What follows belongs to an exercise in optimizing a design on an open flow for small area, a short achievable clock period and few clock cycles per item; a production flow would make more cautious choices. For this run, only the layout was checked, not whether the RTL still works. Power and IR drop assume default switching activity.

==> flow/design.v <==
`default_nettype none
module laneExtractor (
	input logic [16*8-1:0] line_i,
	input logic [4-1:0] offset_i,
	input logic active_i,
	output logic [32-1:0] data_o
);
	localparam int WIN_W = 32 + 24;
	logic [16*8+WIN_W-1:0] ext;
	assign ext = {(WIN_W)'(0), line_i};
	logic [3:0] selWord, selByte;
	logic [WIN_W-1:0] coarse;
	logic [32-1:0] fine;
	always_comb begin
		for (int w = 0; w < 4; w++) begin
			selWord[w] = (offset_i[3:2] == 2'(w));
			selByte[w] = active_i && (offset_i[1:0] == 2'(w));
		end
		coarse = '0;
		for (int w = 0; w < 4; w++) begin
			coarse = coarse | ({WIN_W{selWord[w]}} & ext[32*w +: WIN_W]);
		end
		fine = '0;
		for (int b = 0; b < 4; b++) begin
			fine = fine | ({32{selByte[b]}} & coarse[8*b +: 32]);
		end
	end
	assign data_o = fine;
endmodule
`default_nettype wire
`default_nettype none
module loadReturnUnit (
	input logic clk,
	input logic reset,
	input logic stall_i,
	input logic loadValid_i,
	input logic [(3 + 5 + 8 + 8 * 4)-1:0] loadReq_i,
	input logic memReady_i,
	input logic [16*8-1:0] memLine_i,
	output logic busy_o,
	output logic packetValid_o,
	output logic [(3 + 8 + 8 * (32 + 5))-1:0] packet_o
);
	localparam int NSLOT = 4;
	localparam int LINE_W = 16 * 8;
	localparam int maskLsb = 8 * 4;
	localparam int regLsb = maskLsb + 8;
	localparam int warpLsb = regLsb + 5;
	logic [(3 + 5 + 8 + 8 * 4)-1:0] slotReq [NSLOT];
	logic [LINE_W-1:0] slotLine [NSLOT];
	logic [NSLOT-1:0] slotVal, slotHas;
	logic waiting, lineArr, take, accept;
	assign waiting = |(slotVal & ~slotHas);
	assign lineArr = memReady_i && waiting;
	assign take = slotHas[0] && !stall_i;
	assign busy_o = slotVal[NSLOT-1] && !take;
	assign accept = loadValid_i && !busy_o;
	logic [NSLOT:0] isLine, isTail;
	always_comb begin
		for (int j = 0; j <= NSLOT; j++) begin
			if (j == NSLOT) begin
				isLine[j] = 1'b0;
				isTail[j] = slotVal[NSLOT-1];
			end else if (j == 0) begin
				isLine[j] = slotVal[0] && !slotHas[0];
				isTail[j] = !slotVal[0];
			end else begin
				isLine[j] = slotVal[j] && !slotHas[j] && slotHas[j-1];
				isTail[j] = !slotVal[j] && slotVal[j-1];
			end
		end
	end
	logic [NSLOT-1:0] wrReq, wrLine;
	always_comb begin
		for (int k = 0; k < NSLOT; k++) begin
			wrReq[k] = accept && (take ? isTail[k+1] : isTail[k]);
			wrLine[k] = lineArr && (take ? isLine[k+1] : isLine[k]);
		end
	end
	always_ff @(posedge clk) begin
		if (reset) begin
			slotVal <= '0;
			slotHas <= '0;
		end else begin
			for (int k = 0; k < NSLOT; k++) begin
				if (k + 1 < NSLOT) begin
					slotVal[k] <= (take ? slotVal[k+1] : slotVal[k]) || wrReq[k];
					slotHas[k] <= (take ? slotHas[k+1] : slotHas[k]) || wrLine[k];
				end else begin
					slotVal[k] <= (!take && slotVal[k]) || wrReq[k];
					slotHas[k] <= (!take && slotHas[k]) || wrLine[k];
				end
			end
		end
	end
	always_ff @(posedge clk) begin
		for (int k = 0; k < NSLOT; k++) begin
			if (wrReq[k]) begin
				slotReq[k] <= loadReq_i;
			end else if (take && k + 1 < NSLOT) begin
				slotReq[k] <= slotReq[(k + 1) % NSLOT];
			end
			if (wrLine[k]) begin
				slotLine[k] <= memLine_i;
			end else if (take && k + 1 < NSLOT) begin
				slotLine[k] <= slotLine[(k + 1) % NSLOT];
			end
		end
	end
	logic [8*32-1:0] hData;
	for (genvar i = 0; i < 8; i++) begin : gLane
		laneExtractor extractor (
			.line_i(slotLine[0]),
			.offset_i(slotReq[0][i*4 +: 4]),
			.active_i(slotReq[0][maskLsb + i]),
			.data_o(hData[i*32 +: 32])
		);
	end
	assign packetValid_o = slotHas[0];
	always_comb begin
		packet_o[(3 + 8 + 8 * (32 + 5))-1 -: 3] = slotReq[0][warpLsb +: 3];
		packet_o[8*(32 + 5) +: 8] = slotReq[0][maskLsb +: 8];
		for (int i = 0; i < 8; i++) begin
			packet_o[i*(32 + 5) +: (32 + 5)] = {hData[i*32 +: 32],
				slotReq[0][regLsb +: 5]};
		end
	end
endmodule
`default_nettype wire
==> flow/flow/run.sh <==
#!/bin/bash
set -uo pipefail
export BUFFER_PORTS_ARGS="-buffer_cell sky130_fd_sc_hd__buf_2"
bash standard.sh > standard_make.log 2>&1
status=$?
tail -5 standard_make.log
exit $status
==> flow/standard.sh <==
#!/bin/bash
# synth_recipe.tcl (not shown) runs the flow's synth.tcl, then flattens the netlist and writes it again
# the make line also repeats each setting of config.mk as NAME=value (left out here)
make -C /OpenROAD-flow-scripts/flow DESIGN_CONFIG=/design/flow/config.mk WORK_HOME=/design/flow/orfs CLKGATE_MAP_FILE= SYNTH_SCRIPT=/design/flow/synth_recipe.tcl "${@:-finish}"
==> flow/config.mk <==
export PLATFORM = sky130hd
export DESIGN_NAME = loadReturnUnit
export DESIGN_NICKNAME = loadReturnUnit
export VERILOG_FILES = /design/flow/design.v
export SDC_FILE = /design/flow/constraint.sdc
export NUM_CORES = 4
export LEC_CHECK = 0
export CAP_MARGIN = 20
export CELL_PAD_IN_SITES_DETAIL_PLACEMENT = 1
export CELL_PAD_IN_SITES_GLOBAL_PLACEMENT = 2
export CORE_MARGIN = 2
export CORE_UTILIZATION = 45
export GPL_ROUTABILITY_DRIVEN = 1
export PLACE_DENSITY = 0.6
export SETUP_SLACK_MARGIN = 0.5
export SLEW_MARGIN = 20
==> flow/constraint.sdc <==
create_clock -name core_clock -period 3.2 [get_ports {clk}]
set_input_delay 0.6400 -clock core_clock [delete_from_list [all_inputs] [get_ports {clk}]]
set_output_delay 0.6400 -clock core_clock [all_outputs]
set_load 0.01 [all_outputs]
==> qor.txt <==
CTS tree: built
gr ovfl total: 0
final hold vios: 0
WP buf/inv: 3
# DRC: 0
vias in the first global route: 37140
Buffers on Ports: 489
Final Worst Setup Slack: -248.5 ps
Critical Path Source: slotReq[0][7]
max incr delay on CP: 530 ps
SO Viols: negative setup slack
CP required: 2560 ps
setup repair after global routing missed its margin: true
sequential share of the synthesized area: 0.4780
routed wire length: 215400 µm
first-pass GRT wire length: 290600 µm
#FFs+latches synth: 712
final period utilization: 1.078
Critical Path AT: 2810 ps
ys flop type: edfxtp_1
Slowest cell on crit path: mux4_2
Avg Cell Area, Syn: 14.68 µm²
area occupied by multi-input gates: 24340 µm²
CTS max path bufs: 3
Detailed Place HPWL: 130100 µm
Relative slew margins: 0.4659
post-route cell area: 61860 µm²
total CTS buffers: 80
pre-CTS WS: 147.5 ps
row count: 115
sequential standard cell area: 21300 µm²
Post-Synthesis Cells: 3035
Die ar.: 101600 µm²
Crit. End Element: primary output
Synth area leader: edfxtp_1
Area growth syn-to-layout: 38.82%
post-detailed-route wirelength per cell: 40.88 µm
number of library cell types mapped by synthesis: 41
gpl congestion: 0.9386
chip width: 318.7 µm
Routed Antenna Nets: 0
via/cell ratio: 7.140
Synthesis Warnings: 6
total chip power: 31.42 mW
CP top delay family: compound AO/OA/AOI/OAI gates
Post-layout nets: 4065
Slew Limit Fails: 0
Leakage Power: 22.99 nW
Clock Latency Late Sink: 690 ps
I/O pin total: 490
Hold/Removal Path Class: in2reg
Period minus WS final: 3449 ps
outcome: complete, but fails checks
Max Fanout on Critical Path: 7
Max IR drop VDD: 445.9 µV
ranking of synthesized cells by area: edfxtp_1 47%, mux4_2 13%, mux2_2 10%
leading cell types by count after synthesis: 704 x edfxtp_1, 412 x mux2_2, 256 x mux4_2
Filler cells: 8819
pin count of the biggest net entering global routing: 56
placed cell areas: 49580 µm²
share of the synthesized area in the top cell type: 0.4744
crit path launch type: flop
max_cap viols: 0
Worst Max-Slew Pin Slew: 801.2 ps
fraction of registers with async set or reset after synthesis: 0
Sink Count: 712
Iteration-0 DRC Markers: 4868
post-layout util: 0.6294
clk root buf: clkbuf_16
router iterations before antenna repair: 7
Setup violations, final: 197
area of the core: 98280 µm²
power per cell area: 508.0 nW/µm²
die height: 318.7 µm
# H-tree levels: 3
Post-CTS Hold Buffers: 0
setup_tns: -17500 ps
hold path startpoint: loadReq_i[46]
Setup CP Type: reg2out
mapped cell area: 44560 µm²
GRT Total Usage: 0.4053
number of synthesized flops with an enable pin: 704
clock slew at reported path FFs: 70 ps
via count: 37620
initial cell density of the core: 0.4534
most frequent cell after synthesis: edfxtp_1
worst-path cell chain: buf_12, buf_16, mux4_2, a22o_1, a221o_1, buf_2
initial antenna violation count: 34
Mapped Nets: 3216
layout cells sized above 1: 0.6361
fmax: 290.0 MHz
reg2reg start: slotHas[0]
Clock Skew: 43.76 ps
==> through the flow <==
| stage | instances | hold slack [ps] |
|---|---|---|
| 2_1_floorplan | 3035 | 486.2 |
| 4_1_cts | 5174 | 140.1 |
| 3_3_place_gp | 4685 | 511.4 |
| 3_5_place_dp | 4685 | 524.5 |
| 6_report | 5269 | 176.6 |
| 5_1_grt | 5255 | 165.2 |
==> timing repair <==
| action | CTS | global route |
|---|---|---|
| gates cloned | 68 | 12 |
| endpoints found under the setup margin | 256 | 415 |
| gates resized for setup | 543 | 375 |
| pin swaps | 258 | 188 |
| buffers inserted | 274 | 49 |
==> sequential cells by signal (all words and copies together), names as in the netlist <==
signal    count
slotLine    512
slotHas       4
slotVal       4
slotReq     192
==> where the power goes <==
group	leakage [nW]	switching, mW	total, mW	internal (mW)
sequential	6.49	0.201	10.9	10.7
combinational	15.3	6.27	11.4	5.11
clock	1.25	3.99	9.16	5.17
total	23.0	10.5	31.4	21.0
==> placed cells by master (no fill, tap or decap), drive strengths merged, types with 11 or more instances in the layout <==
cell,n
a22o,144
clkinv,38
buf,1155
clkbuf,107
edfxtp,704
a22oi,216
a221o,144
diode,33
mux2,528
o2bb2ai,184
mux2i,193
nand2,130
o21ai,16
nor2,21
nor2b,11
mux4,256
==> metal layers <==
layer / track usage / wire length, µm
met1: 0.4997 / 75790
met2: 0.5991 / 95090
met3: 0.1262 / 25620
met4: 0.2995 / 18850
met5: 0.001891 / 53
==> area by class of cell <==
type / instances / area share
clock buffers: 95 / 0.03362
diodes: 33 / 0.001335
well taps: 1287 / 0.02603
inverters: 2 / 0.0001214
multi-input cells: 1915 / 0.3935
flip-flops and latches: 712 / 0.3443
clock inverters: 52 / 0.007929
repair buffers: 1173 / 0.1931
==> kinds of logic (layout without fill, tap and decap cells) <==
group                  count (synthesis)  in the layout  synth area share
AND/OR/NAND/NOR                      221            221           0.02297
AO/OA/AOI/OAI                        717            717            0.1371
other                                  0             33                 0
multiplexers                         977            977            0.3144
flip-flops                           712            712            0.4780
buffers and inverters                408           1322           0.04743
==> path summary, 6_finish.rpt <==
path	to	slack, ps	cells past startpoint
worst max-delay path	packet_o[44]	-250	6
worst min-delay path	slotReq[3][46]	180	1
worst max register to register	slotLine[2][8]	710	6
worst min register to register	slotLine[1][5]	530	1

[port drivers added, routing unchanged]
The results above use ideal ports. As a check the final layout listed here was re-extracted and re-timed, cells and wires unchanged. Step 1 sets driving cells, clkbuf_16 on the clock port and buf_2 on the other inputs (assumed; they add their load-dependent delay and slew). Step 2, shift: input delay + t, output delay - t, t = (earliest + latest rising clock arrival at the registers) / 2. This alone moves slack from input paths to output paths. Slacks: no drivers / after step 1 / after step 2; pairs: no drivers / after step 1.
t (ns): 0.744
setup slack, ns: -0.249 / -0.326 / 0.419
worst setup path after step 2: register to output
slew at the worst register clock pin (ns): 0.07 / 0.07
The setup slack of this run moves by -0.077 ns with the drivers and by +0.668 ns with both steps.
